From an optimization exercise on the open Yosys and OpenROAD flow, aimed at small area and a short achievable clock period; shortcuts taken in it are not production practice.
The RTL was checked by simulation tests, not by an equivalence proof against the original design.
Power figures rest on the tool's default switching activity, not on a simulated workload.

**flow/flow/run.sh**
```bash
#!/bin/bash
# Standard ORFS layout (the standard.sh) with these changes to how it is made:
#  - synthesis skips the generic "abc -fast" pass inside yosys synth (SYNTH_ARGS=-noabc), so the
#    full adders written in the RTL reach extract_fa as written; the registers (names, count
#    and cell types) are the same as the standard synthesis gives;
#  - port buffers are buf_2 cells instead of the resizer's default pick (a delay cell);
#  - repair_timing aims for more setup slack than the 10 ns clock needs, so the layout is
#    pushed towards the shortest period it can reach. Constraints and period are unchanged.
set -euo pipefail
bash standard.sh \
  SYNTH_ARGS=-noabc \
  'BUFFER_PORTS_ARGS=-buffer_cell sky130_fd_sc_hd__buf_2' \
  SETUP_SLACK_MARGIN=7 \
  finish > orfs_make.log 2>&1
```
**flow/standard.sh**
```bash
#!/bin/bash
# synth_recipe.tcl (not shown) runs the flow's synth.tcl, then flattens the netlist and writes it again
# the make line also repeats each setting of config.mk as NAME=value (left out here)
make -C /OpenROAD-flow-scripts/flow DESIGN_CONFIG=/design/flow/config.mk WORK_HOME=/design/flow/orfs CLKGATE_MAP_FILE= SYNTH_SCRIPT=/design/flow/synth_recipe.tcl "${@:-finish}"
```
**flow/config.mk**
```make
export PLATFORM = sky130hd
export DESIGN_NAME = out_layer_top
export DESIGN_NICKNAME = out_layer_top
export VERILOG_FILES = /design/flow/design.v
export SDC_FILE = /design/flow/constraint.sdc
export NUM_CORES = 4
export LEC_CHECK = 0
export CAP_MARGIN = 20
export CORE_MARGIN = 2
export CORE_UTILIZATION = 75
export CTS_CLUSTER_DIAMETER = 80
export CTS_CLUSTER_SIZE = 30
export PLACE_DENSITY = 0.85
export SLEW_MARGIN = 20
export TNS_END_PERCENT = 0
```
**flow/constraint.sdc**
```tcl
create_clock -name core_clock -period 10.0 [get_ports {clk}]
set_input_delay 2.0000 -clock core_clock [delete_from_list [all_inputs] [get_ports {clk}]]
set_output_delay 2.0000 -clock core_clock [all_outputs]
set_load 0.01 [all_outputs]
```
**flow/design.v**
```verilog
package out_layer_pkg;
	localparam int FIX_WIDTH = 16;                         
	localparam int INT_BITS  = 5;                          
	localparam int FRAC_BITS = FIX_WIDTH - INT_BITS - 1;   
	localparam int DIFF_WIDTH = FIX_WIDTH + 1;   
	localparam int PROD_WIDTH = 2 * FIX_WIDTH;   
	typedef logic signed [FIX_WIDTH-1:0] fix_t;
	typedef logic signed [DIFF_WIDTH-1:0] diff_t;
	typedef logic signed [PROD_WIDTH-1:0] prod_t;
	localparam fix_t FIX_ONE = fix_t'(2 ** FRAC_BITS);
	localparam fix_t FIX_MAX = {1'b0, {(FIX_WIDTH-1){1'b1}}};   
	localparam fix_t FIX_MIN = {1'b1, {(FIX_WIDTH-1){1'b0}}};   
	localparam int NEURONS      = 16;  
	localparam int LANES        = 4;   
	localparam int LAYERS       = 3;   
	localparam int EXTRA_CLOCKS = 2;   
	localparam int CPC = NEURONS / LANES + EXTRA_CLOCKS;
	localparam int DEPTH = NEURONS / LANES;
	localparam int ANS_DELAY = CPC * (LAYERS - 1);
	localparam int COST_FN = 0;
	localparam int CYC_W  = (CPC > 1) ? $clog2(CPC) : 1;
	localparam int ADDR_W = (DEPTH > 1) ? $clog2(DEPTH) : 1;
	typedef logic [CYC_W-1:0]  cycle_idx_t;   
	typedef logic [ADDR_W-1:0] dmem_addr_t;   
	typedef fix_t [LANES-1:0] fix_lanes_t;
	typedef logic [LANES-1:0] ans_lanes_t;
	typedef struct packed {
		fix_lanes_t act;    
		fix_lanes_t adot;   
	} fwd_sample_t;
	typedef struct packed {
		logic       we;     
		logic       bank;   
		dmem_addr_t addr;
		fix_lanes_t data;
	} dmem_wr_t;
	typedef struct packed {
		logic       bank;
		dmem_addr_t addr;
	} dmem_rd_t;
	localparam int LANES_W = LANES * FIX_WIDTH;           
	localparam int FWD_W   = 2 * LANES_W;                 
	localparam int WR_W    = 2 + ADDR_W + LANES_W;        
	localparam int RD_W    = 1 + ADDR_W;                  
endpackage
`timescale 1ns/1ps
module ans_delay_line (
	input  logic                            clk,
	input  logic                            ok_i,    
	input  logic [out_layer_pkg::LANES-1:0] ans_i,
	output logic [out_layer_pkg::LANES-1:0] ans_o
);
	out_layer_pkg::ans_lanes_t stage_q [out_layer_pkg::ANS_DELAY];
	always_ff @(posedge clk) begin
		stage_q[0] <= ans_i;
		for (int i = 1; i < out_layer_pkg::ANS_DELAY - 1; i++) begin
			stage_q[i] <= stage_q[i-1];
		end
		stage_q[out_layer_pkg::ANS_DELAY-1] <= ok_i ? stage_q[out_layer_pkg::ANS_DELAY-2] : '0;
	end
	assign ans_o = stage_q[out_layer_pkg::ANS_DELAY-1];
endmodule
`timescale 1ns/1ps
module cost_unit (
	input  logic        clk,
	input  logic [15:0] act_i,    
	input  logic [15:0] adot_i,   
	input  logic        y_i,      
	output logic [15:0] del_o     
);
	logic [16:0] diff;
	logic [15:0] d_n;
	logic [16:0] a_ext;
	logic [7:0]  one_n, two_n, neg_n;
	assign diff = {act_i[15], act_i} - {6'd0, y_i, 10'd0};
	assign d_n  = (diff[16] != diff[15]) ? 16'h8000 : diff[15:0];
	assign a_ext = {adot_i, 1'b0};
	for (genvar i = 0; i < 8; i++) begin : g_enc
		logic b2, b1, b0;
		assign b2 = a_ext[2*i+2];
		assign b1 = a_ext[2*i+1];
		assign b0 = a_ext[2*i];
		assign one_n[i] = b1 ^ b0;
		assign two_n[i] = (b2 & ~b1 & ~b0) | (~b2 & b1 & b0);
		assign neg_n[i] = b2 & ~(b1 & b0);
	end
	logic [15:0] d_q;
	logic [7:0]  one_q, two_q, neg_q;
	logic        sgn1_q;   
	always_ff @(posedge clk) begin
		d_q   <= d_n;
		sgn1_q <= d_n[15] ^ adot_i[15];
		one_q <= one_n;
		two_q <= two_n;
		neg_q <= neg_n;
	end
	logic fc10, fc100, fc102, fc104, fc106, fc108, fc110, fc112, fc114, fc116, fc118, fc120, fc122, fc124, fc126, fc128, fc130, fc132, fc134, fc136, fc14, fc142, fc144, fc148, fc150, fc152, fc154, fc156, fc158, fc16, fc160, fc162, fc164, fc166, fc168, fc170, fc172, fc174, fc176, fc178, fc18, fc180, fc182, fc186, fc188, fc190, fc192, fc194, fc196, fc198, fc2, fc20, fc200, fc202, fc204, fc206, fc208, fc210, fc212, fc214, fc216, fc218, fc220, fc24, fc28, fc30, fc34, fc38, fc40, fc44, fc46, fc50, fc52, fc56, fc58, fc6, fc62, fc64, fc70, fc72, fc74, fc78, fc8, fc80, fc82, fc84, fc86, fc90, fc92, fc94, fc96, fc98, fs1, fs101, fs103, fs105, fs107, fs109, fs111, fs113, fs115, fs117, fs119, fs121, fs123, fs125, fs127, fs129, fs13, fs131, fs133, fs135, fs141, fs143, fs147, fs149, fs15, fs151, fs153, fs155, fs157, fs159, fs161, fs163, fs165, fs167, fs169, fs17, fs171, fs173, fs175, fs177, fs179, fs181, fs185, fs187, fs189, fs19, fs191, fs193, fs195, fs197, fs199, fs201, fs203, fs205, fs207, fs209, fs211, fs213, fs215, fs217, fs219, fs23, fs27, fs29, fs33, fs37, fs39, fs43, fs45, fs49, fs5, fs51, fs55, fs57, fs61, fs63, fs69, fs7, fs71, fs73, fs77, fs79, fs81, fs83, fs85, fs89, fs9, fs91, fs93, fs95, fs97, fs99, hc12, hc140, hc146, hc184, hc22, hc26, hc32, hc36, hc4, hc42, hc48, hc54, hc60, hc66, hc76, hc88, hs11, hs139, hs145, hs183, hs21, hs25, hs3, hs31, hs35, hs41, hs47, hs53, hs59, hs65, hs75, hs87, oc138, oc68, os137, os67, pp0_0, pp0_1, pp0_10, pp0_11, pp0_12, pp0_13, pp0_14, pp0_15, pp0_16, pp0_2, pp0_3, pp0_4, pp0_5, pp0_6, pp0_7, pp0_8, pp0_9, pp1_0, pp1_1, pp1_10, pp1_11, pp1_12, pp1_13, pp1_14, pp1_15, pp1_16, pp1_2, pp1_3, pp1_4, pp1_5, pp1_6, pp1_7, pp1_8, pp1_9, pp2_0, pp2_1, pp2_10, pp2_11, pp2_12, pp2_13, pp2_14, pp2_15, pp2_16, pp2_2, pp2_3, pp2_4, pp2_5, pp2_6, pp2_7, pp2_8, pp2_9, pp3_0, pp3_1, pp3_10, pp3_11, pp3_12, pp3_13, pp3_14, pp3_15, pp3_16, pp3_2, pp3_3, pp3_4, pp3_5, pp3_6, pp3_7, pp3_8, pp3_9, pp4_0, pp4_1, pp4_10, pp4_11, pp4_12, pp4_13, pp4_14, pp4_15, pp4_16, pp4_2, pp4_3, pp4_4, pp4_5, pp4_6, pp4_7, pp4_8, pp4_9, pp5_0, pp5_1, pp5_10, pp5_11, pp5_12, pp5_13, pp5_14, pp5_15, pp5_16, pp5_2, pp5_3, pp5_4, pp5_5, pp5_6, pp5_7, pp5_8, pp5_9, pp6_0, pp6_1, pp6_10, pp6_11, pp6_12, pp6_13, pp6_14, pp6_15, pp6_16, pp6_2, pp6_3, pp6_4, pp6_5, pp6_6, pp6_7, pp6_8, pp6_9, pp7_0, pp7_1, pp7_10, pp7_11, pp7_12, pp7_13, pp7_14, pp7_15, pp7_16, pp7_2, pp7_3, pp7_4, pp7_5, pp7_6, pp7_7, pp7_8, pp7_9;
	assign pp0_0 = ((one_q[0] & d_q[0]) | (two_q[0] & 1'b0)) ^ neg_q[0];
	assign pp0_1 = ((one_q[0] & d_q[1]) | (two_q[0] & d_q[0])) ^ neg_q[0];
	assign pp0_2 = ((one_q[0] & d_q[2]) | (two_q[0] & d_q[1])) ^ neg_q[0];
	assign pp0_3 = ((one_q[0] & d_q[3]) | (two_q[0] & d_q[2])) ^ neg_q[0];
	assign pp0_4 = ((one_q[0] & d_q[4]) | (two_q[0] & d_q[3])) ^ neg_q[0];
	assign pp0_5 = ((one_q[0] & d_q[5]) | (two_q[0] & d_q[4])) ^ neg_q[0];
	assign pp0_6 = ((one_q[0] & d_q[6]) | (two_q[0] & d_q[5])) ^ neg_q[0];
	assign pp0_7 = ((one_q[0] & d_q[7]) | (two_q[0] & d_q[6])) ^ neg_q[0];
	assign pp0_8 = ((one_q[0] & d_q[8]) | (two_q[0] & d_q[7])) ^ neg_q[0];
	assign pp0_9 = ((one_q[0] & d_q[9]) | (two_q[0] & d_q[8])) ^ neg_q[0];
	assign pp0_10 = ((one_q[0] & d_q[10]) | (two_q[0] & d_q[9])) ^ neg_q[0];
	assign pp0_11 = ((one_q[0] & d_q[11]) | (two_q[0] & d_q[10])) ^ neg_q[0];
	assign pp0_12 = ((one_q[0] & d_q[12]) | (two_q[0] & d_q[11])) ^ neg_q[0];
	assign pp0_13 = ((one_q[0] & d_q[13]) | (two_q[0] & d_q[12])) ^ neg_q[0];
	assign pp0_14 = ((one_q[0] & d_q[14]) | (two_q[0] & d_q[13])) ^ neg_q[0];
	assign pp0_15 = ((one_q[0] & d_q[15]) | (two_q[0] & d_q[14])) ^ neg_q[0];
	assign pp0_16 = ((one_q[0] & d_q[15]) | (two_q[0] & d_q[15])) ^ neg_q[0];
	assign pp1_0 = ((one_q[1] & d_q[0]) | (two_q[1] & 1'b0)) ^ neg_q[1];
	assign pp1_1 = ((one_q[1] & d_q[1]) | (two_q[1] & d_q[0])) ^ neg_q[1];
	assign pp1_2 = ((one_q[1] & d_q[2]) | (two_q[1] & d_q[1])) ^ neg_q[1];
	assign pp1_3 = ((one_q[1] & d_q[3]) | (two_q[1] & d_q[2])) ^ neg_q[1];
	assign pp1_4 = ((one_q[1] & d_q[4]) | (two_q[1] & d_q[3])) ^ neg_q[1];
	assign pp1_5 = ((one_q[1] & d_q[5]) | (two_q[1] & d_q[4])) ^ neg_q[1];
	assign pp1_6 = ((one_q[1] & d_q[6]) | (two_q[1] & d_q[5])) ^ neg_q[1];
	assign pp1_7 = ((one_q[1] & d_q[7]) | (two_q[1] & d_q[6])) ^ neg_q[1];
	assign pp1_8 = ((one_q[1] & d_q[8]) | (two_q[1] & d_q[7])) ^ neg_q[1];
	assign pp1_9 = ((one_q[1] & d_q[9]) | (two_q[1] & d_q[8])) ^ neg_q[1];
	assign pp1_10 = ((one_q[1] & d_q[10]) | (two_q[1] & d_q[9])) ^ neg_q[1];
	assign pp1_11 = ((one_q[1] & d_q[11]) | (two_q[1] & d_q[10])) ^ neg_q[1];
	assign pp1_12 = ((one_q[1] & d_q[12]) | (two_q[1] & d_q[11])) ^ neg_q[1];
	assign pp1_13 = ((one_q[1] & d_q[13]) | (two_q[1] & d_q[12])) ^ neg_q[1];
	assign pp1_14 = ((one_q[1] & d_q[14]) | (two_q[1] & d_q[13])) ^ neg_q[1];
	assign pp1_15 = ((one_q[1] & d_q[15]) | (two_q[1] & d_q[14])) ^ neg_q[1];
	assign pp1_16 = ((one_q[1] & d_q[15]) | (two_q[1] & d_q[15])) ^ neg_q[1];
	assign pp2_0 = ((one_q[2] & d_q[0]) | (two_q[2] & 1'b0)) ^ neg_q[2];
	assign pp2_1 = ((one_q[2] & d_q[1]) | (two_q[2] & d_q[0])) ^ neg_q[2];
	assign pp2_2 = ((one_q[2] & d_q[2]) | (two_q[2] & d_q[1])) ^ neg_q[2];
	assign pp2_3 = ((one_q[2] & d_q[3]) | (two_q[2] & d_q[2])) ^ neg_q[2];
	assign pp2_4 = ((one_q[2] & d_q[4]) | (two_q[2] & d_q[3])) ^ neg_q[2];
	assign pp2_5 = ((one_q[2] & d_q[5]) | (two_q[2] & d_q[4])) ^ neg_q[2];
	assign pp2_6 = ((one_q[2] & d_q[6]) | (two_q[2] & d_q[5])) ^ neg_q[2];
	assign pp2_7 = ((one_q[2] & d_q[7]) | (two_q[2] & d_q[6])) ^ neg_q[2];
	assign pp2_8 = ((one_q[2] & d_q[8]) | (two_q[2] & d_q[7])) ^ neg_q[2];
	assign pp2_9 = ((one_q[2] & d_q[9]) | (two_q[2] & d_q[8])) ^ neg_q[2];
	assign pp2_10 = ((one_q[2] & d_q[10]) | (two_q[2] & d_q[9])) ^ neg_q[2];
	assign pp2_11 = ((one_q[2] & d_q[11]) | (two_q[2] & d_q[10])) ^ neg_q[2];
	assign pp2_12 = ((one_q[2] & d_q[12]) | (two_q[2] & d_q[11])) ^ neg_q[2];
	assign pp2_13 = ((one_q[2] & d_q[13]) | (two_q[2] & d_q[12])) ^ neg_q[2];
	assign pp2_14 = ((one_q[2] & d_q[14]) | (two_q[2] & d_q[13])) ^ neg_q[2];
	assign pp2_15 = ((one_q[2] & d_q[15]) | (two_q[2] & d_q[14])) ^ neg_q[2];
	assign pp2_16 = ((one_q[2] & d_q[15]) | (two_q[2] & d_q[15])) ^ neg_q[2];
	assign pp3_0 = ((one_q[3] & d_q[0]) | (two_q[3] & 1'b0)) ^ neg_q[3];
	assign pp3_1 = ((one_q[3] & d_q[1]) | (two_q[3] & d_q[0])) ^ neg_q[3];
	assign pp3_2 = ((one_q[3] & d_q[2]) | (two_q[3] & d_q[1])) ^ neg_q[3];
	assign pp3_3 = ((one_q[3] & d_q[3]) | (two_q[3] & d_q[2])) ^ neg_q[3];
	assign pp3_4 = ((one_q[3] & d_q[4]) | (two_q[3] & d_q[3])) ^ neg_q[3];
	assign pp3_5 = ((one_q[3] & d_q[5]) | (two_q[3] & d_q[4])) ^ neg_q[3];
	assign pp3_6 = ((one_q[3] & d_q[6]) | (two_q[3] & d_q[5])) ^ neg_q[3];
	assign pp3_7 = ((one_q[3] & d_q[7]) | (two_q[3] & d_q[6])) ^ neg_q[3];
	assign pp3_8 = ((one_q[3] & d_q[8]) | (two_q[3] & d_q[7])) ^ neg_q[3];
	assign pp3_9 = ((one_q[3] & d_q[9]) | (two_q[3] & d_q[8])) ^ neg_q[3];
	assign pp3_10 = ((one_q[3] & d_q[10]) | (two_q[3] & d_q[9])) ^ neg_q[3];
	assign pp3_11 = ((one_q[3] & d_q[11]) | (two_q[3] & d_q[10])) ^ neg_q[3];
	assign pp3_12 = ((one_q[3] & d_q[12]) | (two_q[3] & d_q[11])) ^ neg_q[3];
	assign pp3_13 = ((one_q[3] & d_q[13]) | (two_q[3] & d_q[12])) ^ neg_q[3];
	assign pp3_14 = ((one_q[3] & d_q[14]) | (two_q[3] & d_q[13])) ^ neg_q[3];
	assign pp3_15 = ((one_q[3] & d_q[15]) | (two_q[3] & d_q[14])) ^ neg_q[3];
	assign pp3_16 = ((one_q[3] & d_q[15]) | (two_q[3] & d_q[15])) ^ neg_q[3];
	assign pp4_0 = ((one_q[4] & d_q[0]) | (two_q[4] & 1'b0)) ^ neg_q[4];
	assign pp4_1 = ((one_q[4] & d_q[1]) | (two_q[4] & d_q[0])) ^ neg_q[4];
	assign pp4_2 = ((one_q[4] & d_q[2]) | (two_q[4] & d_q[1])) ^ neg_q[4];
	assign pp4_3 = ((one_q[4] & d_q[3]) | (two_q[4] & d_q[2])) ^ neg_q[4];
	assign pp4_4 = ((one_q[4] & d_q[4]) | (two_q[4] & d_q[3])) ^ neg_q[4];
	assign pp4_5 = ((one_q[4] & d_q[5]) | (two_q[4] & d_q[4])) ^ neg_q[4];
	assign pp4_6 = ((one_q[4] & d_q[6]) | (two_q[4] & d_q[5])) ^ neg_q[4];
	assign pp4_7 = ((one_q[4] & d_q[7]) | (two_q[4] & d_q[6])) ^ neg_q[4];
	assign pp4_8 = ((one_q[4] & d_q[8]) | (two_q[4] & d_q[7])) ^ neg_q[4];
	assign pp4_9 = ((one_q[4] & d_q[9]) | (two_q[4] & d_q[8])) ^ neg_q[4];
	assign pp4_10 = ((one_q[4] & d_q[10]) | (two_q[4] & d_q[9])) ^ neg_q[4];
	assign pp4_11 = ((one_q[4] & d_q[11]) | (two_q[4] & d_q[10])) ^ neg_q[4];
	assign pp4_12 = ((one_q[4] & d_q[12]) | (two_q[4] & d_q[11])) ^ neg_q[4];
	assign pp4_13 = ((one_q[4] & d_q[13]) | (two_q[4] & d_q[12])) ^ neg_q[4];
	assign pp4_14 = ((one_q[4] & d_q[14]) | (two_q[4] & d_q[13])) ^ neg_q[4];
	assign pp4_15 = ((one_q[4] & d_q[15]) | (two_q[4] & d_q[14])) ^ neg_q[4];
	assign pp4_16 = ((one_q[4] & d_q[15]) | (two_q[4] & d_q[15])) ^ neg_q[4];
	assign pp5_0 = ((one_q[5] & d_q[0]) | (two_q[5] & 1'b0)) ^ neg_q[5];
	assign pp5_1 = ((one_q[5] & d_q[1]) | (two_q[5] & d_q[0])) ^ neg_q[5];
	assign pp5_2 = ((one_q[5] & d_q[2]) | (two_q[5] & d_q[1])) ^ neg_q[5];
	assign pp5_3 = ((one_q[5] & d_q[3]) | (two_q[5] & d_q[2])) ^ neg_q[5];
	assign pp5_4 = ((one_q[5] & d_q[4]) | (two_q[5] & d_q[3])) ^ neg_q[5];
	assign pp5_5 = ((one_q[5] & d_q[5]) | (two_q[5] & d_q[4])) ^ neg_q[5];
	assign pp5_6 = ((one_q[5] & d_q[6]) | (two_q[5] & d_q[5])) ^ neg_q[5];
	assign pp5_7 = ((one_q[5] & d_q[7]) | (two_q[5] & d_q[6])) ^ neg_q[5];
	assign pp5_8 = ((one_q[5] & d_q[8]) | (two_q[5] & d_q[7])) ^ neg_q[5];
	assign pp5_9 = ((one_q[5] & d_q[9]) | (two_q[5] & d_q[8])) ^ neg_q[5];
	assign pp5_10 = ((one_q[5] & d_q[10]) | (two_q[5] & d_q[9])) ^ neg_q[5];
	assign pp5_11 = ((one_q[5] & d_q[11]) | (two_q[5] & d_q[10])) ^ neg_q[5];
	assign pp5_12 = ((one_q[5] & d_q[12]) | (two_q[5] & d_q[11])) ^ neg_q[5];
	assign pp5_13 = ((one_q[5] & d_q[13]) | (two_q[5] & d_q[12])) ^ neg_q[5];
	assign pp5_14 = ((one_q[5] & d_q[14]) | (two_q[5] & d_q[13])) ^ neg_q[5];
	assign pp5_15 = ((one_q[5] & d_q[15]) | (two_q[5] & d_q[14])) ^ neg_q[5];
	assign pp5_16 = ((one_q[5] & d_q[15]) | (two_q[5] & d_q[15])) ^ neg_q[5];
	assign pp6_0 = ((one_q[6] & d_q[0]) | (two_q[6] & 1'b0)) ^ neg_q[6];
	assign pp6_1 = ((one_q[6] & d_q[1]) | (two_q[6] & d_q[0])) ^ neg_q[6];
	assign pp6_2 = ((one_q[6] & d_q[2]) | (two_q[6] & d_q[1])) ^ neg_q[6];
	assign pp6_3 = ((one_q[6] & d_q[3]) | (two_q[6] & d_q[2])) ^ neg_q[6];
	assign pp6_4 = ((one_q[6] & d_q[4]) | (two_q[6] & d_q[3])) ^ neg_q[6];
	assign pp6_5 = ((one_q[6] & d_q[5]) | (two_q[6] & d_q[4])) ^ neg_q[6];
	assign pp6_6 = ((one_q[6] & d_q[6]) | (two_q[6] & d_q[5])) ^ neg_q[6];
	assign pp6_7 = ((one_q[6] & d_q[7]) | (two_q[6] & d_q[6])) ^ neg_q[6];
	assign pp6_8 = ((one_q[6] & d_q[8]) | (two_q[6] & d_q[7])) ^ neg_q[6];
	assign pp6_9 = ((one_q[6] & d_q[9]) | (two_q[6] & d_q[8])) ^ neg_q[6];
	assign pp6_10 = ((one_q[6] & d_q[10]) | (two_q[6] & d_q[9])) ^ neg_q[6];
	assign pp6_11 = ((one_q[6] & d_q[11]) | (two_q[6] & d_q[10])) ^ neg_q[6];
	assign pp6_12 = ((one_q[6] & d_q[12]) | (two_q[6] & d_q[11])) ^ neg_q[6];
	assign pp6_13 = ((one_q[6] & d_q[13]) | (two_q[6] & d_q[12])) ^ neg_q[6];
	assign pp6_14 = ((one_q[6] & d_q[14]) | (two_q[6] & d_q[13])) ^ neg_q[6];
	assign pp6_15 = ((one_q[6] & d_q[15]) | (two_q[6] & d_q[14])) ^ neg_q[6];
	assign pp6_16 = ((one_q[6] & d_q[15]) | (two_q[6] & d_q[15])) ^ neg_q[6];
	assign pp7_0 = ((one_q[7] & d_q[0]) | (two_q[7] & 1'b0)) ^ neg_q[7];
	assign pp7_1 = ((one_q[7] & d_q[1]) | (two_q[7] & d_q[0])) ^ neg_q[7];
	assign pp7_2 = ((one_q[7] & d_q[2]) | (two_q[7] & d_q[1])) ^ neg_q[7];
	assign pp7_3 = ((one_q[7] & d_q[3]) | (two_q[7] & d_q[2])) ^ neg_q[7];
	assign pp7_4 = ((one_q[7] & d_q[4]) | (two_q[7] & d_q[3])) ^ neg_q[7];
	assign pp7_5 = ((one_q[7] & d_q[5]) | (two_q[7] & d_q[4])) ^ neg_q[7];
	assign pp7_6 = ((one_q[7] & d_q[6]) | (two_q[7] & d_q[5])) ^ neg_q[7];
	assign pp7_7 = ((one_q[7] & d_q[7]) | (two_q[7] & d_q[6])) ^ neg_q[7];
	assign pp7_8 = ((one_q[7] & d_q[8]) | (two_q[7] & d_q[7])) ^ neg_q[7];
	assign pp7_9 = ((one_q[7] & d_q[9]) | (two_q[7] & d_q[8])) ^ neg_q[7];
	assign pp7_10 = ((one_q[7] & d_q[10]) | (two_q[7] & d_q[9])) ^ neg_q[7];
	assign pp7_11 = ((one_q[7] & d_q[11]) | (two_q[7] & d_q[10])) ^ neg_q[7];
	assign pp7_12 = ((one_q[7] & d_q[12]) | (two_q[7] & d_q[11])) ^ neg_q[7];
	assign pp7_13 = ((one_q[7] & d_q[13]) | (two_q[7] & d_q[12])) ^ neg_q[7];
	assign pp7_14 = ((one_q[7] & d_q[14]) | (two_q[7] & d_q[13])) ^ neg_q[7];
	assign pp7_15 = ((one_q[7] & d_q[15]) | (two_q[7] & d_q[14])) ^ neg_q[7];
	assign pp7_16 = ((one_q[7] & d_q[15]) | (two_q[7] & d_q[15])) ^ neg_q[7];
	assign fs1 = pp0_2 ^ pp1_0 ^ neg_q[1];
	assign fc2 = (pp0_2 & pp1_0) | (pp0_2 & neg_q[1]) | (pp1_0 & neg_q[1]);
	assign hs3 = pp0_3 ^ pp1_1;
	assign hc4 = pp0_3 & pp1_1;
	assign fs5 = pp0_4 ^ pp1_2 ^ pp2_0;
	assign fc6 = (pp0_4 & pp1_2) | (pp0_4 & pp2_0) | (pp1_2 & pp2_0);
	assign fs7 = pp0_5 ^ pp1_3 ^ pp2_1;
	assign fc8 = (pp0_5 & pp1_3) | (pp0_5 & pp2_1) | (pp1_3 & pp2_1);
	assign fs9 = pp0_6 ^ pp1_4 ^ pp2_2;
	assign fc10 = (pp0_6 & pp1_4) | (pp0_6 & pp2_2) | (pp1_4 & pp2_2);
	assign hs11 = pp3_0 ^ neg_q[3];
	assign hc12 = pp3_0 & neg_q[3];
	assign fs13 = pp0_7 ^ pp1_5 ^ pp2_3;
	assign fc14 = (pp0_7 & pp1_5) | (pp0_7 & pp2_3) | (pp1_5 & pp2_3);
	assign fs15 = pp0_8 ^ pp1_6 ^ pp2_4;
	assign fc16 = (pp0_8 & pp1_6) | (pp0_8 & pp2_4) | (pp1_6 & pp2_4);
	assign fs17 = pp3_2 ^ pp4_0 ^ neg_q[4];
	assign fc18 = (pp3_2 & pp4_0) | (pp3_2 & neg_q[4]) | (pp4_0 & neg_q[4]);
	assign fs19 = pp0_9 ^ pp1_7 ^ pp2_5;
	assign fc20 = (pp0_9 & pp1_7) | (pp0_9 & pp2_5) | (pp1_7 & pp2_5);
	assign hs21 = pp3_3 ^ pp4_1;
	assign hc22 = pp3_3 & pp4_1;
	assign fs23 = pp0_10 ^ pp1_8 ^ pp2_6;
	assign fc24 = (pp0_10 & pp1_8) | (pp0_10 & pp2_6) | (pp1_8 & pp2_6);
	assign hs25 = pp3_4 ^ pp4_2;
	assign hc26 = pp3_4 & pp4_2;
	assign fs27 = pp0_11 ^ pp1_9 ^ pp2_7;
	assign fc28 = (pp0_11 & pp1_9) | (pp0_11 & pp2_7) | (pp1_9 & pp2_7);
	assign fs29 = pp0_12 ^ pp1_10 ^ pp2_8;
	assign fc30 = (pp0_12 & pp1_10) | (pp0_12 & pp2_8) | (pp1_10 & pp2_8);
	assign hs31 = pp3_6 ^ pp4_4;
	assign hc32 = pp3_6 & pp4_4;
	assign fs33 = pp0_13 ^ pp1_11 ^ pp2_9;
	assign fc34 = (pp0_13 & pp1_11) | (pp0_13 & pp2_9) | (pp1_11 & pp2_9);
	assign hs35 = pp3_7 ^ pp4_5;
	assign hc36 = pp3_7 & pp4_5;
	assign fs37 = pp0_14 ^ pp1_12 ^ pp2_10;
	assign fc38 = (pp0_14 & pp1_12) | (pp0_14 & pp2_10) | (pp1_12 & pp2_10);
	assign fs39 = pp3_8 ^ pp4_6 ^ pp5_4;
	assign fc40 = (pp3_8 & pp4_6) | (pp3_8 & pp5_4) | (pp4_6 & pp5_4);
	assign hs41 = pp6_2 ^ pp7_0;
	assign hc42 = pp6_2 & pp7_0;
	assign fs43 = pp0_15 ^ pp1_13 ^ pp2_11;
	assign fc44 = (pp0_15 & pp1_13) | (pp0_15 & pp2_11) | (pp1_13 & pp2_11);
	assign fs45 = pp3_9 ^ pp4_7 ^ pp5_5;
	assign fc46 = (pp3_9 & pp4_7) | (pp3_9 & pp5_5) | (pp4_7 & pp5_5);
	assign hs47 = pp6_3 ^ pp7_1;
	assign hc48 = pp6_3 & pp7_1;
	assign fs49 = pp0_16 ^ pp1_14 ^ pp2_12;
	assign fc50 = (pp0_16 & pp1_14) | (pp0_16 & pp2_12) | (pp1_14 & pp2_12);
	assign fs51 = pp3_10 ^ pp4_8 ^ pp5_6;
	assign fc52 = (pp3_10 & pp4_8) | (pp3_10 & pp5_6) | (pp4_8 & pp5_6);
	assign hs53 = pp6_4 ^ pp7_2;
	assign hc54 = pp6_4 & pp7_2;
	assign fs55 = pp0_16 ^ pp1_15 ^ pp2_13;
	assign fc56 = (pp0_16 & pp1_15) | (pp0_16 & pp2_13) | (pp1_15 & pp2_13);
	assign fs57 = pp3_11 ^ pp4_9 ^ pp5_7;
	assign fc58 = (pp3_11 & pp4_9) | (pp3_11 & pp5_7) | (pp4_9 & pp5_7);
	assign hs59 = pp6_5 ^ pp7_3;
	assign hc60 = pp6_5 & pp7_3;
	assign fs61 = ~pp0_16 ^ ~pp1_16 ^ pp2_14;
	assign fc62 = (~pp0_16 & ~pp1_16) | (~pp0_16 & pp2_14) | (~pp1_16 & pp2_14);
	assign fs63 = pp3_12 ^ pp4_10 ^ pp5_8;
	assign fc64 = (pp3_12 & pp4_10) | (pp3_12 & pp5_8) | (pp4_10 & pp5_8);
	assign hs65 = pp6_6 ^ pp7_4;
	assign hc66 = pp6_6 & pp7_4;
	assign os67 = ~(pp2_15 ^ pp3_13);
	assign oc68 = pp2_15 | pp3_13;
	assign fs69 = pp4_11 ^ pp5_9 ^ pp6_7;
	assign fc70 = (pp4_11 & pp5_9) | (pp4_11 & pp6_7) | (pp5_9 & pp6_7);
	assign fs71 = ~pp2_16 ^ pp3_14 ^ pp4_12;
	assign fc72 = (~pp2_16 & pp3_14) | (~pp2_16 & pp4_12) | (pp3_14 & pp4_12);
	assign fs73 = fs5 ^ neg_q[2] ^ hc4;
	assign fc74 = (fs5 & neg_q[2]) | (fs5 & hc4) | (neg_q[2] & hc4);
	assign hs75 = fs7 ^ fc6;
	assign hc76 = fs7 & fc6;
	assign fs77 = fs9 ^ hs11 ^ fc8;
	assign fc78 = (fs9 & hs11) | (fs9 & fc8) | (hs11 & fc8);
	assign fs79 = fs13 ^ pp3_1 ^ fc10;
	assign fc80 = (fs13 & pp3_1) | (fs13 & fc10) | (pp3_1 & fc10);
	assign fs81 = fs15 ^ fs17 ^ fc14;
	assign fc82 = (fs15 & fs17) | (fs15 & fc14) | (fs17 & fc14);
	assign fs83 = fs19 ^ hs21 ^ fc16;
	assign fc84 = (fs19 & hs21) | (fs19 & fc16) | (hs21 & fc16);
	assign fs85 = fs23 ^ hs25 ^ pp5_0;
	assign fc86 = (fs23 & hs25) | (fs23 & pp5_0) | (hs25 & pp5_0);
	assign hs87 = neg_q[5] ^ fc20;
	assign hc88 = neg_q[5] & fc20;
	assign fs89 = fs27 ^ pp3_5 ^ pp4_3;
	assign fc90 = (fs27 & pp3_5) | (fs27 & pp4_3) | (pp3_5 & pp4_3);
	assign fs91 = pp5_1 ^ fc24 ^ hc26;
	assign fc92 = (pp5_1 & fc24) | (pp5_1 & hc26) | (fc24 & hc26);
	assign fs93 = fs29 ^ hs31 ^ pp5_2;
	assign fc94 = (fs29 & hs31) | (fs29 & pp5_2) | (hs31 & pp5_2);
	assign fs95 = pp6_0 ^ neg_q[6] ^ fc28;
	assign fc96 = (pp6_0 & neg_q[6]) | (pp6_0 & fc28) | (neg_q[6] & fc28);
	assign fs97 = fs33 ^ hs35 ^ pp5_3;
	assign fc98 = (fs33 & hs35) | (fs33 & pp5_3) | (hs35 & pp5_3);
	assign fs99 = pp6_1 ^ fc30 ^ hc32;
	assign fc100 = (pp6_1 & fc30) | (pp6_1 & hc32) | (fc30 & hc32);
	assign fs101 = fs37 ^ fs39 ^ hs41;
	assign fc102 = (fs37 & fs39) | (fs37 & hs41) | (fs39 & hs41);
	assign fs103 = neg_q[7] ^ fc34 ^ hc36;
	assign fc104 = (neg_q[7] & fc34) | (neg_q[7] & hc36) | (fc34 & hc36);
	assign fs105 = fs43 ^ fs45 ^ hs47;
	assign fc106 = (fs43 & fs45) | (fs43 & hs47) | (fs45 & hs47);
	assign fs107 = fc38 ^ fc40 ^ hc42;
	assign fc108 = (fc38 & fc40) | (fc38 & hc42) | (fc40 & hc42);
	assign fs109 = fs49 ^ fs51 ^ hs53;
	assign fc110 = (fs49 & fs51) | (fs49 & hs53) | (fs51 & hs53);
	assign fs111 = fc44 ^ fc46 ^ hc48;
	assign fc112 = (fc44 & fc46) | (fc44 & hc48) | (fc46 & hc48);
	assign fs113 = fs55 ^ fs57 ^ hs59;
	assign fc114 = (fs55 & fs57) | (fs55 & hs59) | (fs57 & hs59);
	assign fs115 = fc50 ^ fc52 ^ hc54;
	assign fc116 = (fc50 & fc52) | (fc50 & hc54) | (fc52 & hc54);
	assign fs117 = fs61 ^ fs63 ^ hs65;
	assign fc118 = (fs61 & fs63) | (fs61 & hs65) | (fs63 & hs65);
	assign fs119 = fc56 ^ fc58 ^ hc60;
	assign fc120 = (fc56 & fc58) | (fc56 & hc60) | (fc58 & hc60);
	assign fs121 = os67 ^ fs69 ^ pp7_5;
	assign fc122 = (os67 & fs69) | (os67 & pp7_5) | (fs69 & pp7_5);
	assign fs123 = fc62 ^ fc64 ^ hc66;
	assign fc124 = (fc62 & fc64) | (fc62 & hc66) | (fc64 & hc66);
	assign fs125 = fs71 ^ pp5_10 ^ pp6_8;
	assign fc126 = (fs71 & pp5_10) | (fs71 & pp6_8) | (pp5_10 & pp6_8);
	assign fs127 = pp7_6 ^ oc68 ^ fc70;
	assign fc128 = (pp7_6 & oc68) | (pp7_6 & fc70) | (oc68 & fc70);
	assign fs129 = ~pp3_15 ^ pp4_13 ^ pp5_11;
	assign fc130 = (~pp3_15 & pp4_13) | (~pp3_15 & pp5_11) | (pp4_13 & pp5_11);
	assign fs131 = pp6_9 ^ pp7_7 ^ fc72;
	assign fc132 = (pp6_9 & pp7_7) | (pp6_9 & fc72) | (pp7_7 & fc72);
	assign fs133 = ~pp3_16 ^ pp4_14 ^ pp5_12;
	assign fc134 = (~pp3_16 & pp4_14) | (~pp3_16 & pp5_12) | (pp4_14 & pp5_12);
	assign fs135 = pp6_10 ^ pp7_8 ^ pp3_15;
	assign fc136 = (pp6_10 & pp7_8) | (pp6_10 & pp3_15) | (pp7_8 & pp3_15);
	assign os137 = ~(pp4_15 ^ pp5_13);
	assign oc138 = pp4_15 | pp5_13;
	assign hs139 = pp6_11 ^ pp7_9;
	assign hc140 = pp6_11 & pp7_9;
	assign fs141 = ~pp4_16 ^ pp5_14 ^ pp6_12;
	assign fc142 = (~pp4_16 & pp5_14) | (~pp4_16 & pp6_12) | (pp5_14 & pp6_12);
	assign fs143 = fs79 ^ hc12 ^ fc78;
	assign fc144 = (fs79 & hc12) | (fs79 & fc78) | (hc12 & fc78);
	assign hs145 = fs81 ^ fc80;
	assign hc146 = fs81 & fc80;
	assign fs147 = fs83 ^ fc18 ^ fc82;
	assign fc148 = (fs83 & fc18) | (fs83 & fc82) | (fc18 & fc82);
	assign fs149 = fs85 ^ hs87 ^ hc22;
	assign fc150 = (fs85 & hs87) | (fs85 & hc22) | (hs87 & hc22);
	assign fs151 = fs89 ^ fs91 ^ fc86;
	assign fc152 = (fs89 & fs91) | (fs89 & fc86) | (fs91 & fc86);
	assign fs153 = fs93 ^ fs95 ^ fc90;
	assign fc154 = (fs93 & fs95) | (fs93 & fc90) | (fs95 & fc90);
	assign fs155 = fs97 ^ fs99 ^ fc94;
	assign fc156 = (fs97 & fs99) | (fs97 & fc94) | (fs99 & fc94);
	assign fs157 = fs101 ^ fs103 ^ fc98;
	assign fc158 = (fs101 & fs103) | (fs101 & fc98) | (fs103 & fc98);
	assign fs159 = fs105 ^ fs107 ^ fc102;
	assign fc160 = (fs105 & fs107) | (fs105 & fc102) | (fs107 & fc102);
	assign fs161 = fs109 ^ fs111 ^ fc106;
	assign fc162 = (fs109 & fs111) | (fs109 & fc106) | (fs111 & fc106);
	assign fs163 = fs113 ^ fs115 ^ fc110;
	assign fc164 = (fs113 & fs115) | (fs113 & fc110) | (fs115 & fc110);
	assign fs165 = fs117 ^ fs119 ^ fc114;
	assign fc166 = (fs117 & fs119) | (fs117 & fc114) | (fs119 & fc114);
	assign fs167 = fs121 ^ fs123 ^ fc118;
	assign fc168 = (fs121 & fs123) | (fs121 & fc118) | (fs123 & fc118);
	assign fs169 = fs125 ^ fs127 ^ fc122;
	assign fc170 = (fs125 & fs127) | (fs125 & fc122) | (fs127 & fc122);
	assign fs171 = fs129 ^ fs131 ^ fc126;
	assign fc172 = (fs129 & fs131) | (fs129 & fc126) | (fs131 & fc126);
	assign fs173 = fs133 ^ fs135 ^ fc130;
	assign fc174 = (fs133 & fs135) | (fs133 & fc130) | (fs135 & fc130);
	assign fs175 = os137 ^ hs139 ^ fc134;
	assign fc176 = (os137 & hs139) | (os137 & fc134) | (hs139 & fc134);
	assign fs177 = fs141 ^ pp7_10 ^ oc138;
	assign fc178 = (fs141 & pp7_10) | (fs141 & oc138) | (pp7_10 & oc138);
	assign fs179 = ~pp5_15 ^ pp6_13 ^ pp7_11;
	assign fc180 = (~pp5_15 & pp6_13) | (~pp5_15 & pp7_11) | (pp6_13 & pp7_11);
	assign fs181 = ~pp5_16 ^ pp6_14 ^ pp7_12;
	assign fc182 = (~pp5_16 & pp6_14) | (~pp5_16 & pp7_12) | (pp6_14 & pp7_12);
	assign hs183 = fs149 ^ fc84;
	assign hc184 = fs149 & fc84;
	assign fs185 = fs151 ^ hc88 ^ fc150;
	assign fc186 = (fs151 & hc88) | (fs151 & fc150) | (hc88 & fc150);
	assign fs187 = fs153 ^ fc92 ^ fc152;
	assign fc188 = (fs153 & fc92) | (fs153 & fc152) | (fc92 & fc152);
	assign fs189 = fs155 ^ fc96 ^ fc154;
	assign fc190 = (fs155 & fc96) | (fs155 & fc154) | (fc96 & fc154);
	assign fs191 = fs157 ^ fc100 ^ fc156;
	assign fc192 = (fs157 & fc100) | (fs157 & fc156) | (fc100 & fc156);
	assign fs193 = fs159 ^ fc104 ^ fc158;
	assign fc194 = (fs159 & fc104) | (fs159 & fc158) | (fc104 & fc158);
	assign fs195 = fs161 ^ fc108 ^ fc160;
	assign fc196 = (fs161 & fc108) | (fs161 & fc160) | (fc108 & fc160);
	assign fs197 = fs163 ^ fc112 ^ fc162;
	assign fc198 = (fs163 & fc112) | (fs163 & fc162) | (fc112 & fc162);
	assign fs199 = fs165 ^ fc116 ^ fc164;
	assign fc200 = (fs165 & fc116) | (fs165 & fc164) | (fc116 & fc164);
	assign fs201 = fs167 ^ fc120 ^ fc166;
	assign fc202 = (fs167 & fc120) | (fs167 & fc166) | (fc120 & fc166);
	assign fs203 = fs169 ^ fc124 ^ fc168;
	assign fc204 = (fs169 & fc124) | (fs169 & fc168) | (fc124 & fc168);
	assign fs205 = fs171 ^ fc128 ^ fc170;
	assign fc206 = (fs171 & fc128) | (fs171 & fc170) | (fc128 & fc170);
	assign fs207 = fs173 ^ fc132 ^ fc172;
	assign fc208 = (fs173 & fc132) | (fs173 & fc172) | (fc132 & fc172);
	assign fs209 = fs175 ^ fc136 ^ fc174;
	assign fc210 = (fs175 & fc136) | (fs175 & fc174) | (fc136 & fc174);
	assign fs211 = fs177 ^ hc140 ^ fc176;
	assign fc212 = (fs177 & hc140) | (fs177 & fc176) | (hc140 & fc176);
	assign fs213 = fs179 ^ fc142 ^ fc178;
	assign fc214 = (fs179 & fc142) | (fs179 & fc178) | (fc142 & fc178);
	assign fs215 = fs181 ^ pp5_15 ^ fc180;
	assign fc216 = (fs181 & pp5_15) | (fs181 & fc180) | (pp5_15 & fc180);
	assign fs217 = ~pp6_15 ^ pp7_13 ^ fc182;
	assign fc218 = (~pp6_15 & pp7_13) | (~pp6_15 & fc182) | (pp7_13 & fc182);
	assign fs219 = ~pp6_16 ^ pp7_14 ^ pp6_15;
	assign fc220 = (~pp6_16 & pp7_14) | (~pp6_16 & pp6_15) | (pp7_14 & pp6_15);
	logic [31:0] row_a, row_b;
	assign row_a = {1'b1, ~pp7_16, ~pp7_15, fs219, fs217, fs215, fs213, fs211, fs209, fs207, fs205, fs203, fs201, fs199, fs197, fs195, fs193, fs191, fs189, fs187, fs185, hs183, fs147, hs145, fs143, fs77, hs75, fs73, hs3, fs1, pp0_1, pp0_0};
	assign row_b = {1'b0, pp7_15, fc220, fc218, fc216, fc214, fc212, fc210, fc208, fc206, fc204, fc202, fc200, fc198, fc196, fc194, fc192, fc190, fc188, fc186, hc184, fc148, hc146, fc144, 1'b0, hc76, fc74, 1'b0, fc2, 1'b0, 1'b0, neg_q[0]};
	logic [10:0] lo_sum;
	assign lo_sum = {1'b0, row_a[9:0]} + {1'b0, row_b[9:0]};
	logic [15:0] hi_a_q, hi_b_q;
	logic        cin_q;
	always_ff @(posedge clk) begin
		hi_a_q <= row_a[25:10];
		hi_b_q <= row_b[25:10];
		cin_q  <= lo_sum[10];
	end
	logic [5:0] tt_p, tt_g, tt_k;
	assign tt_p = row_a[31:26] ^ row_b[31:26];
	assign tt_g = row_a[31:26] & row_b[31:26];
	assign tt_k = row_a[31:26] | row_b[31:26];
	logic tt_z, tt_m1, tt_m2;
	assign tt_z  = ~tt_p[0] & (tt_p[5:1] == tt_k[4:0]);
	assign tt_m1 = &tt_p;
	assign tt_m2 = ~tt_p[0] & (tt_p[5:1] == ~tt_g[4:0]);
	logic z_q, m1_q, m2_q, sgn2_q;
	always_ff @(posedge clk) begin
		z_q    <= tt_z;
		m1_q   <= tt_m1;
		m2_q   <= tt_m2;
		sgn2_q <= sgn1_q;
	end
	logic [15:0] g, p;
	assign g = hi_a_q & hi_b_q;
	assign p = hi_a_q ^ hi_b_q;
	logic [16:0] c;
	logic sg0_1, sp0_1;
	assign sg0_1 = g[1] | (p[1] & g[0]);
	assign sp0_1 = p[1] & p[0];
	logic sg0_3, sp0_3;
	assign sg0_3 = g[3] | (p[3] & g[2]);
	assign sp0_3 = p[3] & p[2];
	logic sg0_5, sp0_5;
	assign sg0_5 = g[5] | (p[5] & g[4]);
	assign sp0_5 = p[5] & p[4];
	logic sg0_7, sp0_7;
	assign sg0_7 = g[7] | (p[7] & g[6]);
	assign sp0_7 = p[7] & p[6];
	logic sg0_9, sp0_9;
	assign sg0_9 = g[9] | (p[9] & g[8]);
	assign sp0_9 = p[9] & p[8];
	logic sg0_11, sp0_11;
	assign sg0_11 = g[11] | (p[11] & g[10]);
	assign sp0_11 = p[11] & p[10];
	logic sg0_13, sp0_13;
	assign sg0_13 = g[13] | (p[13] & g[12]);
	assign sp0_13 = p[13] & p[12];
	logic sg0_15, sp0_15;
	assign sg0_15 = g[15] | (p[15] & g[14]);
	assign sp0_15 = p[15] & p[14];
	logic sg1_2, sp1_2;
	assign sg1_2 = g[2] | (p[2] & sg0_1);
	assign sp1_2 = p[2] & sp0_1;
	logic sg1_3, sp1_3;
	assign sg1_3 = sg0_3 | (sp0_3 & sg0_1);
	assign sp1_3 = sp0_3 & sp0_1;
	logic sg1_6, sp1_6;
	assign sg1_6 = g[6] | (p[6] & sg0_5);
	assign sp1_6 = p[6] & sp0_5;
	logic sg1_7, sp1_7;
	assign sg1_7 = sg0_7 | (sp0_7 & sg0_5);
	assign sp1_7 = sp0_7 & sp0_5;
	logic sg1_10, sp1_10;
	assign sg1_10 = g[10] | (p[10] & sg0_9);
	assign sp1_10 = p[10] & sp0_9;
	logic sg1_11, sp1_11;
	assign sg1_11 = sg0_11 | (sp0_11 & sg0_9);
	assign sp1_11 = sp0_11 & sp0_9;
	logic sg1_14, sp1_14;
	assign sg1_14 = g[14] | (p[14] & sg0_13);
	assign sp1_14 = p[14] & sp0_13;
	logic sg1_15, sp1_15;
	assign sg1_15 = sg0_15 | (sp0_15 & sg0_13);
	assign sp1_15 = sp0_15 & sp0_13;
	logic sg2_4, sp2_4;
	assign sg2_4 = g[4] | (p[4] & sg1_3);
	assign sp2_4 = p[4] & sp1_3;
	logic sg2_5, sp2_5;
	assign sg2_5 = sg0_5 | (sp0_5 & sg1_3);
	assign sp2_5 = sp0_5 & sp1_3;
	logic sg2_6, sp2_6;
	assign sg2_6 = sg1_6 | (sp1_6 & sg1_3);
	assign sp2_6 = sp1_6 & sp1_3;
	logic sg2_7, sp2_7;
	assign sg2_7 = sg1_7 | (sp1_7 & sg1_3);
	assign sp2_7 = sp1_7 & sp1_3;
	logic sg2_12, sp2_12;
	assign sg2_12 = g[12] | (p[12] & sg1_11);
	assign sp2_12 = p[12] & sp1_11;
	logic sg2_13, sp2_13;
	assign sg2_13 = sg0_13 | (sp0_13 & sg1_11);
	assign sp2_13 = sp0_13 & sp1_11;
	logic sg2_14, sp2_14;
	assign sg2_14 = sg1_14 | (sp1_14 & sg1_11);
	assign sp2_14 = sp1_14 & sp1_11;
	logic sg2_15, sp2_15;
	assign sg2_15 = sg1_15 | (sp1_15 & sg1_11);
	assign sp2_15 = sp1_15 & sp1_11;
	logic sg3_8, sp3_8;
	assign sg3_8 = g[8] | (p[8] & sg2_7);
	assign sp3_8 = p[8] & sp2_7;
	logic sg3_9, sp3_9;
	assign sg3_9 = sg0_9 | (sp0_9 & sg2_7);
	assign sp3_9 = sp0_9 & sp2_7;
	logic sg3_10, sp3_10;
	assign sg3_10 = sg1_10 | (sp1_10 & sg2_7);
	assign sp3_10 = sp1_10 & sp2_7;
	logic sg3_11, sp3_11;
	assign sg3_11 = sg1_11 | (sp1_11 & sg2_7);
	assign sp3_11 = sp1_11 & sp2_7;
	logic sg3_12, sp3_12;
	assign sg3_12 = sg2_12 | (sp2_12 & sg2_7);
	assign sp3_12 = sp2_12 & sp2_7;
	logic sg3_13, sp3_13;
	assign sg3_13 = sg2_13 | (sp2_13 & sg2_7);
	assign sp3_13 = sp2_13 & sp2_7;
	logic sg3_14, sp3_14;
	assign sg3_14 = sg2_14 | (sp2_14 & sg2_7);
	assign sp3_14 = sp2_14 & sp2_7;
	logic sg3_15, sp3_15;
	assign sg3_15 = sg2_15 | (sp2_15 & sg2_7);
	assign sp3_15 = sp2_15 & sp2_7;
	assign c[0] = cin_q;
	assign c[1] = g[0] | (p[0] & cin_q);
	assign c[2] = sg0_1 | (sp0_1 & cin_q);
	assign c[3] = sg1_2 | (sp1_2 & cin_q);
	assign c[4] = sg1_3 | (sp1_3 & cin_q);
	assign c[5] = sg2_4 | (sp2_4 & cin_q);
	assign c[6] = sg2_5 | (sp2_5 & cin_q);
	assign c[7] = sg2_6 | (sp2_6 & cin_q);
	assign c[8] = sg2_7 | (sp2_7 & cin_q);
	assign c[9] = sg3_8 | (sp3_8 & cin_q);
	assign c[10] = sg3_9 | (sp3_9 & cin_q);
	assign c[11] = sg3_10 | (sp3_10 & cin_q);
	assign c[12] = sg3_11 | (sp3_11 & cin_q);
	assign c[13] = sg3_12 | (sp3_12 & cin_q);
	assign c[14] = sg3_13 | (sp3_13 & cin_q);
	assign c[15] = sg3_14 | (sp3_14 & cin_q);
	assign c[16] = sg3_15 | (sp3_15 & cin_q);
	logic eqt, vt;   
	assign eqt = c[16] ? (m1_q | m2_q) : (z_q | m1_q);
	assign vt  = c[16] ? m2_q : m1_q;
	logic ovf;
	assign ovf = ~(eqt & ((p[15:15] ^ c[15:15]) == {1{vt}}));
	logic [15:0] q;
	assign q = p[15:0] ^ c[15:0];
	always_ff @(posedge clk) begin
		del_o <= ovf ? {sgn2_q, {15{~sgn2_q}}} : q;
	end
endmodule
`timescale 1ns/1ps
module delta_bank_ctrl (
	input  logic                      clk,
	input  logic                      rst_n_i,
	input  out_layer_pkg::cycle_idx_t cycle_index_i,
	output logic                      blk_ok_o,   
	output logic                      ans_ok_o    
);
	logic blk1_q;   
	logic blk2_q;   
	logic last;     
	assign last = (cycle_index_i == out_layer_pkg::cycle_idx_t'(out_layer_pkg::CPC - 1));
	always_ff @(posedge clk) begin
		if (!rst_n_i) begin
			blk1_q <= 1'b0;
			blk2_q <= 1'b0;
		end else begin
			blk1_q <= blk1_q | last;
			blk2_q <= blk2_q | (blk1_q & last);
		end
	end
	assign blk_ok_o = blk1_q;
	assign ans_ok_o = rst_n_i & (blk2_q | (blk1_q & last));
endmodule
`timescale 1ns/1ps
module delta_mem_bank (
	input  logic                              clk,
	input  logic                              ok_i,    
	input  logic [out_layer_pkg::LANES_W-1:0] del_i,   
	output logic [out_layer_pkg::LANES_W-1:0] del_o    
);
	out_layer_pkg::fix_lanes_t stage_q [3];
	out_layer_pkg::fix_lanes_t out_q;
	always_ff @(posedge clk) begin
		stage_q[0] <= del_i;
		stage_q[1] <= stage_q[0];
		stage_q[2] <= stage_q[1];
		out_q      <= ok_i ? stage_q[2] : '0;
	end
	assign del_o = out_q;
endmodule
`timescale 1ns/1ps
module out_layer_top (
	input  logic                                  clk,
	input  logic                                  rst_n_i,
	input  logic [out_layer_pkg::CYC_W-1:0]       cycle_index_i,   
	input  logic                                  cycle_clk_i,     
	input  logic [2*out_layer_pkg::LANES*out_layer_pkg::FIX_WIDTH-1:0] fwd_i,  
	input  logic [out_layer_pkg::LANES-1:0]       ans_i,           
	output logic [out_layer_pkg::LANES*out_layer_pkg::FIX_WIDTH-1:0] del_o,  
	output logic [out_layer_pkg::LANES-1:0]       ans_o            
);
	localparam int FW = out_layer_pkg::FIX_WIDTH;
	localparam int LW = out_layer_pkg::LANES_W;
	logic                              blk_ok;     
	logic                              ans_ok;     
	logic [out_layer_pkg::LANES-1:0]   ans_dly;    
	logic [LW-1:0]                     del_calc;   
	delta_bank_ctrl i_delta_bank_ctrl (
		.clk           (clk),
		.rst_n_i       (rst_n_i),
		.cycle_index_i (cycle_index_i),
		.blk_ok_o      (blk_ok),
		.ans_ok_o      (ans_ok)
	);
	ans_delay_line i_ans_delay_line (
		.clk     (clk),
		.ok_i    (ans_ok),
		.ans_i   (ans_i),
		.ans_o   (ans_dly)
	);
	assign ans_o = ans_dly;
	for (genvar l = 0; l < out_layer_pkg::LANES; l++) begin : g_lane
		cost_unit i_cost_unit (
			.clk    (clk),
			.act_i  (fwd_i[LW + l*FW +: FW]),
			.adot_i (fwd_i[l*FW +: FW]),
			.y_i    (ans_dly[l]),
			.del_o  (del_calc[l*FW +: FW])
		);
	end
	delta_mem_bank i_delta_mem_bank (
		.clk     (clk),
		.ok_i    (blk_ok),
		.del_i   (del_calc),
		.del_o   (del_o)
	);
endmodule
```
==> metrics.md, run 1 <==
| Metric | Value |
|---|---|
| Register-to-register setup slack | approximately 6.9 ns |
| Share of cells above drive strength 1 | 14.91% |
| Routability cong. | around 0.94 |
| Sequential area share after synthesis | between 30% and 40% |
| Post-synth top cells | 682 x dfxtp_1, 482 x a22oi_1, 473 x xnor2_1 |
| Vias | 26688 |
| Slew Viols, Final | 0 |
| Yosys top cell area share | between 30% and 40% |
| Post-synth EDFFs | 0 |
| First-pass GRT wire length | between 100 and 150 mm |
| Clock latency on the worst-skew pair | slightly above 0.6 ns |
| Post-synthesis cell type count | 64 |
| Die area | 54380 um2 |
| PortBufs | between 200 and 250 |
| Dominant cells by area after synthesis | dfxtp_1 35%, fa_1 19%, xnor2_1 11%, a22oi_1 9.2%, ha_1 8.0% |
| Max FO, Critical Path | 2 |
| Sequential cell area | 14200 um2 |
| YS warnings | 6 |
| Syn nets | 4361 |
| Final nets | approximately 4300 |
| Clock sinks | ~680 |
| Initial antenna violation count | 0 |
| Wire per inst | between 15 and 20 um |
| Vias in the first global route | between 20000 and 30000 |
| Flops & latches, synth | between 600 and 700 |
| Crit-path cells | buf_6 |
| GRT Total Usage | a little under a third |
| CP delay by family, top | flip-flops |
| CP endpoint kind | output pin |
| Mapped Avg Cell Area | approximately 11 um2 |
| WP depth | 1 |
| P&R area growth vs syn | 7.539% |
| Post-synth top flop | dfxtp_1 |
| Vias per cell | between 6 and 7 |
| Iter 0 DRT Violations | approximately 2500 |
| Cell Area, Synth | between 30000 and 40000 um2 |
| Residual DRC | 0 |
| Setup TNS | 0 ns |
| Pwr Density | about 270 nW/um2 |
| First-pass detailed-route iteration total | 8 |
| Final hold violations | 0 |
| Status | timing/DRC/antenna clean |
| Routed Antenna Nets | 0 |
| Pin count of the biggest net entering global routing | between 60 and 70 |
| Crit start category | flop |
| Clock-pin slew on the worst setup and hold paths | ~0.10 ns |
| WHS | about 0.32 ns |
| Clock skew | roughly 0.019 ns |
| Mapped Cells | ~3600 |
| Reg2Reg Launch Point | g_lane[1].i_cost_unit.two_q[3]$_DFF_P_ |
| CTS tree | built |
| Slowest cell delay on critical path | about 0.40 ns |
| Peak supply drop | roughly 0.19 mV |
| CP required | about 8.0 ns |
| Worst R2R Path Depth | 6 |
| Min-Delay Path Class | reg2reg |
| CTS Buf Count | 30 |
| HPWL after DPL | ~60 mm |
| IO Pins | slightly above 200 |
| Core Region | 52240 um2 |
| Critical Path AT | around 1.1 ns |
| Multi-input gate area | about 24000 um2 |
| R2R Path End | g_lane[1].i_cost_unit.hi_a_q[5]$_DFF_P_ |
| Cts hold-fix bufs | 0 |
| Crit Path Class | reg2out |
| Die width | around 230 um |
| Most frequent cell after synthesis | dfxtp_1 |
| WP buf/inv | 1 |
| Worst setup path endpoint | ans_o[1] |
| CP startpoint | i_ans_delay_line.stage_q[11][1]$_SDFF_PN0_ |
| Ratio of final minimum period to clock period | between 30% and 40% |
| Std cell rows | between 80 and 90 |
| Clock Root Buffer | clkbuf_16 |
| F_max | about 320 MHz |
| Clock Path Buffers | 3 |
| Final min period | around 3.1 ns |
| Slowest CP cell | dfxtp_4 |
| Max-cap violations | 0 |
| Leading area contributor after synthesis | dfxtp_1 |
| Setup violations, final | 0 |
| Htree depth | 1 |
| Die span in y | 233.2 um |
| Slew @ Worst Pin | 0.6747 ns |
| Worst rel slew slack | around 55% |
| RSZ-0062 raised after global routing | yes |
| GR Overflow Total | 0 |
| Starting Density | 75.43% |
| Async set-reset flop share out of synthesis | 0% |
| Routed WL | roughly 84 mm |
| Pleak | 17.58 nW |
| Filler Cell Count | 3052 |
-- worst register-to-register path, stage by stage (launching register included) --
cell and delay, ns:
dfxtp_2 0.62, a22oi_1 0.18, xnor2_1 0.24, fa_1 0.49, fa_1 0.56, fa_1 0.45
fa_1 0.54
-- what timing repair did --
item                       CTS  global route
setup endpoints to repair  241           235
gates resized for setup    175           145
setup buffers                3            51
pin swaps                    1             4
-- flip-flops by register name, summed over array words and instances, names as in the netlist --
signal	count
g_lane.i_cost_unit.z_q	4
i_delta_mem_bank.stage_q	192
g_lane.i_cost_unit.d_q	64
g_lane.i_cost_unit.sgn2_q	4
g_lane.i_cost_unit.hi_b_q	64
g_lane.i_cost_unit.m1_q	4
g_lane.i_cost_unit.m2_q	4
i_ans_delay_line.stage_q	48
g_lane.i_cost_unit.hi_a_q	64
i_delta_mem_bank.out_q	64
g_lane.i_cost_unit.two_q	32
g_lane.i_cost_unit.sgn1_q	4
g_lane.i_cost_unit.del_o	64
i_delta_bank_ctrl.blk1_q	1
g_lane.i_cost_unit.one_q	32
i_delta_bank_ctrl.blk2_q	1
g_lane.i_cost_unit.neg_q	32
g_lane.i_cost_unit.cin_q	4
-- stage by stage --
stage | utilization [%] | power [W] | instances | cell area, um2 | worst slack, ns
floorplan | - | 0.008612 | 3599 | 40130 | 6.964
global placement | 77.15 | 0.009632 | 4186 | 40300 | 6.490
detailed placement | 77.15 | 0.01006 | 4186 | 40300 | 6.365
CTS | 79.46 | 0.01154 | 4233 | 41500 | 6.819
global route | 81.10 | 0.01264 | 4284 | 42360 | 6.814
finish | 81.11 | 0.01155 | 4287 | 42370 | 6.866
-- where the power goes --
part	internal, W	total [W]	switching [W]	leakage (nW)
Clock	0.000588	0.00143	0.000846	0.452
Combinational	0.00279	0.00595	0.00316	11.3
Sequential	0.00368	0.00416	0.000485	5.78
Total	0.00706	0.0115	0.00449	17.6
-- area by class of cell --
| class | instances | area share (%) |
|---|---|---|
| antenna | 3 | 0.01772 |
| clock inverter | 12 | 0.3691 |
| tap | 688 | 2.032 |
| inverter | 159 | 1.409 |
| multi-input combinational | 2448 | 57.11 |
| timing repair buffer | 263 | 3.709 |
| sequential | 682 | 33.51 |
| clock buffer | 32 | 1.840 |
-- metal layers --
metal | global-route usage (%) | part of all wire, % | vias to the layer above
met5 | 0 | 0 | -
met2 | 52.52 | 50 | 1291
met3 | 4.163 | 7.2 | 255
met1 | 38.10 | 39 | 13137
met4 | 13.10 | 3.8 | 0
li1 | - | - | 12005
-- cell families after synthesis --
kind of cell	after synthesis	synth area share (%)
AOI/OAI and AO/OA	745	13.53
xor gates and xnor gates	613	13.65
adders and majority gates	624	26.90
buffers and inverters	469	4.624
DFF	682	34.65
muxes	20	0.5145
and+or+nand+nor	446	6.129
-- worst min path at each step --
stage                                                  from                                 endpoint  slack (ns)  cells past startpoint
floorplan              g_lane[0].i_cost_unit.sgn1_q$_DFF_P_     g_lane[0].i_cost_unit.sgn2_q$_DFF_P_        0.31                      0
global placement     g_lane[0].i_cost_unit.del_o[0]$_DFF_P_   i_delta_mem_bank.stage_q[0][0]$_DFF_P_        0.31                      0
detailed placement   i_ans_delay_line.stage_q[0][1]$_DFF_P_   i_ans_delay_line.stage_q[1][1]$_DFF_P_        0.31                      0
CTS                 i_delta_mem_bank.stage_q[0][26]$_DFF_P_  i_delta_mem_bank.stage_q[1][26]$_DFF_P_        0.33                      0
global route        i_delta_mem_bank.stage_q[0][53]$_DFF_P_  i_delta_mem_bank.stage_q[1][53]$_DFF_P_        0.33                      0
finish              i_delta_mem_bank.stage_q[0][58]$_DFF_P_  i_delta_mem_bank.stage_q[1][58]$_DFF_P_        0.32                      0
-- cells in the final DEF (no fill, tap or decap), drive strengths merged, types with 36 or more instances in the layout --
cell type,n
dfxtp,682
a22oi,483
xnor2,474
fa,372
buf,263
ha,252
inv,164
xor2,139
and2,114
o21ai,94
nand2,92
nor2,78
a21oi,56
a21o,45
nand2b,45
nor2b,36
==> run 2: changes to the inputs <==
==> flow/flow/run.sh (replaced) <==
#!/bin/bash
# Standard ORFS layout (the standard.sh) with these changes to how it is made:
#  - synthesis skips the generic "abc -fast" pass inside yosys synth (SYNTH_ARGS=-noabc), so the
#    full adders written in the RTL reach extract_fa as written; the registers (names, count
#    and cell types) are the same as the standard synthesis gives;
#  - port buffers are buf_1 cells instead of the resizer's default pick (a delay cell);
#  - repair_timing aims for more setup slack than the 10 ns clock needs, so the layout is
#    pushed towards the shortest period it can reach. Constraints and period are unchanged.
set -euo pipefail
bash standard.sh \
  SYNTH_ARGS=-noabc \
  'BUFFER_PORTS_ARGS=-buffer_cell sky130_fd_sc_hd__buf_1' \
  SETUP_SLACK_MARGIN=7 \
  finish > orfs_make.log 2>&1
==> run 2 against run 1 <==
Largest power group unchanged; global-route usage about the same; worst hold slack worse by 0.0016 ns; still clean; clock-buffer cell count down 1.
==> metrics.md, run 2 <==
| Metric | Value |
|---|---|
| Wire per inst | between 15 and 20 um |
| Die area | about 54000 um2 |
| HPWL after DPL | 59.18 mm |
| Setup WS post-layout | 6.805 ns |
| Max FO, Critical Path | 13 |
| Share of cells above drive strength 1 | about an eighth |
| Clock Root Buffer | clkbuf_16 |
| Worst R2R Path Depth | 9 |
| Register-to-register setup slack | between 6 and 7 ns |
| Sw Ratio | 39.26% |
| Die span in y | ~230 um |
| CP required | 10.50 ns |
| Post-Layout Cell Count | between 4000 and 5000 |
| Status | timing/DRC/antenna clean |
| Std cell rows | 84 |
| Hold_sp | i_delta_mem_bank.stage_q[1][41]$_DFF_P_ |
| Final min period | 3.195 ns |
| Sequential area share after synthesis | roughly a third |
| Cts hold-fix bufs | 0 |
| WHS Path Cells | 0 |
| PortBufs | 204 |
| Vias per cell | slightly above 6 |
| Residual DRC | 0 |
| Filler Cell Count | about 3000 |
| First-pass GRT wire length | 134.0 mm |
| Share of synthesized area spent on multiplexers | less than 1% |
| CP delay by family, top | adder cells |
| Worst rel slew slack | 58.13% |
| Setup violations, final | 0 |
| Crit Path Class | reg2reg |
| Pleak | between 15 and 20 nW |
| Largest family of logic cells by synthesized area | adder cells |
| Slew @ Worst Pin | 0.6272 ns |
| Multi-input gate area | approximately 24000 um2 |
| Final hold violations | 0 |
| GR Overflow Total | 0 |
| Htree depth | 1 |
| Routed Antenna Nets | 0 |
| Cell Area, Synth | between 30000 and 40000 um2 |
| Commonest non-fill, non-tap cells in the layout | 513 x dfxtp_1, 469 x xnor2_1, 469 x a22oi_1, 372 x fa_1, 244 x ha_1 |
| Async set-reset flop share out of synthesis | 0% |
| Clock-pin slew on the worst setup and hold paths | around 0.11 ns |
| Core Region | approximately 52000 um2 |
| CP endpoint kind | flop |
| YS warnings | 6 |
| Min-Delay Path Class | reg2reg |
| Routed WL | around 87 mm |
| Vias | 26948 |
| Initial antenna violation count | 0 |
==> run 2: cell counts after synthesis <==
No cell type changed its count.
==> run 2: cells by family (layout without fill, tap and decap cells) <==
kind of cell               count (synthesis)  in the layout
DFF                                      682            682
adders and majority gates                624            624
and+or+nand+nor                          446            446
xor gates and xnor gates                 613            613
AOI/OAI and AO/OA                        745            745
muxes                                     20             20
buffers and inverters                    469            529
==> run 2: worst max path at each step <==
stage,from,endpoint,slack (ns),depth (start not counted)
CTS,i_delta_mem_bank.out_q[52]$_SDFF_PN0_,del_o[52],6.83,1
detailed placement,g_lane[1].i_cost_unit.neg_q[5]$_DFF_P_,g_lane[1].i_cost_unit.m2_q$_DFF_P_,6.36,10
global placement,g_lane[1].i_cost_unit.neg_q[6]$_DFF_P_,g_lane[1].i_cost_unit.hi_a_q[9]$_DFF_P_,6.49,7
floorplan,g_lane[2].i_cost_unit.d_q[14]$_SDFF_PP0_,g_lane[2].i_cost_unit.m2_q$_DFF_P_,6.96,13
global route,g_lane[1].i_cost_unit.d_q[12]$_SDFF_PP0_,g_lane[1].i_cost_unit.hi_a_q[10]$_DFF_P_,6.75,8
finish,g_lane[2].i_cost_unit.d_q[11]$_SDFF_PP0_,g_lane[2].i_cost_unit.hi_a_q[9]$_DFF_P_,6.80,9
==> run 2: power groups by stage <==
stage	registers (W)	logic, W	clock network, W
5_1_grt	0.00422	0.00689	0.00161
6_report	0.00414	0.00604	0.00148
3_5_place_dp	0.00424	0.00583	0
3_3_place_gp	0.00420	0.00542	0
4_1_cts	0.00418	0.00592	0.00152
2_1_floorplan	0.00392	0.00469	0
==> run 2: metal layers <==
metal | vias up | GRT usage [%] | share of wire (%)
met5 | - | 0 | 0
met4 | 0 | 11.92 | 3.9
met3 | 278 | 4.138 | 7.2
met2 | 1326 | 53.47 | 50
met1 | 13201 | 37.93 | 39
li1 | 12143 | - | -
==> run 2: cell type report <==
cell class / instances / area share, %
Multi-Input combinational cell: 2448 / 56.66
Clock buffer: 31 / 1.815
Inverter: 159 / 1.396
Clock inverter: 14 / 0.4917
Sequential cell: 682 / 33.25
Tap cell: 688 / 2.014
Timing Repair Buffer: 325 / 4.376
==> run 2: worst register-to-register path: cells and delay by family (launching register included) <==
kind / cells / cell delay (ns)
compound gates: 1 / 0.28
fa+ha+maj: 4 / 2.00
flops: 1 / 0.38
xor+xnor: 1 / 0.17
buf+inv: 3 / 0.26
==> run 2: per-stage QoR <==
stage / cell area (um2) / total power [W] / util [%]
2_1_floorplan: 40130 / 0.008612 / -
3_3_place_gp: 40040 / 0.009616 / 76.65
3_5_place_dp: 40040 / 0.01007 / 76.65
4_1_cts: 41480 / 0.01161 / 79.41
5_1_grt: 42750 / 0.01272 / 81.84
6_report: 42750 / 0.01166 / 81.84
==> run 2: repair_timing <==
| action | CTS | global route |
|---|---|---|
| pin swaps | 2 | 3 |
| setup endpoints to repair | 236 | 233 |
| cloned | 0 | 0 |
| gates resized for setup | 229 | 140 |
| buffers inserted | 13 | 104 |

-- afterwards: timing with drivers on the ports --
No port has a modelled driver above. Below, the same layouts with a new extraction and two added sets of constraints. Step 1: set_driving_cell puts a clkbuf_16 on clk and a buf_2 on each other input, an assumption about the parent block. Step 2 times the ports against the registers' clock, not the clock port: input delays grow and output delays shrink by t, the midpoint of the rising clock arrivals with the driver on. Slacks: ideal / step 1 / step 2; pairs: ideal / step 1.
run	t (ns)	slack for setup (ns)
run 1	0.678	6.866 / 6.802 / 6.478
run 2	0.677	6.805 / 6.805 / 6.447
After both steps every run listed still meets setup and hold.
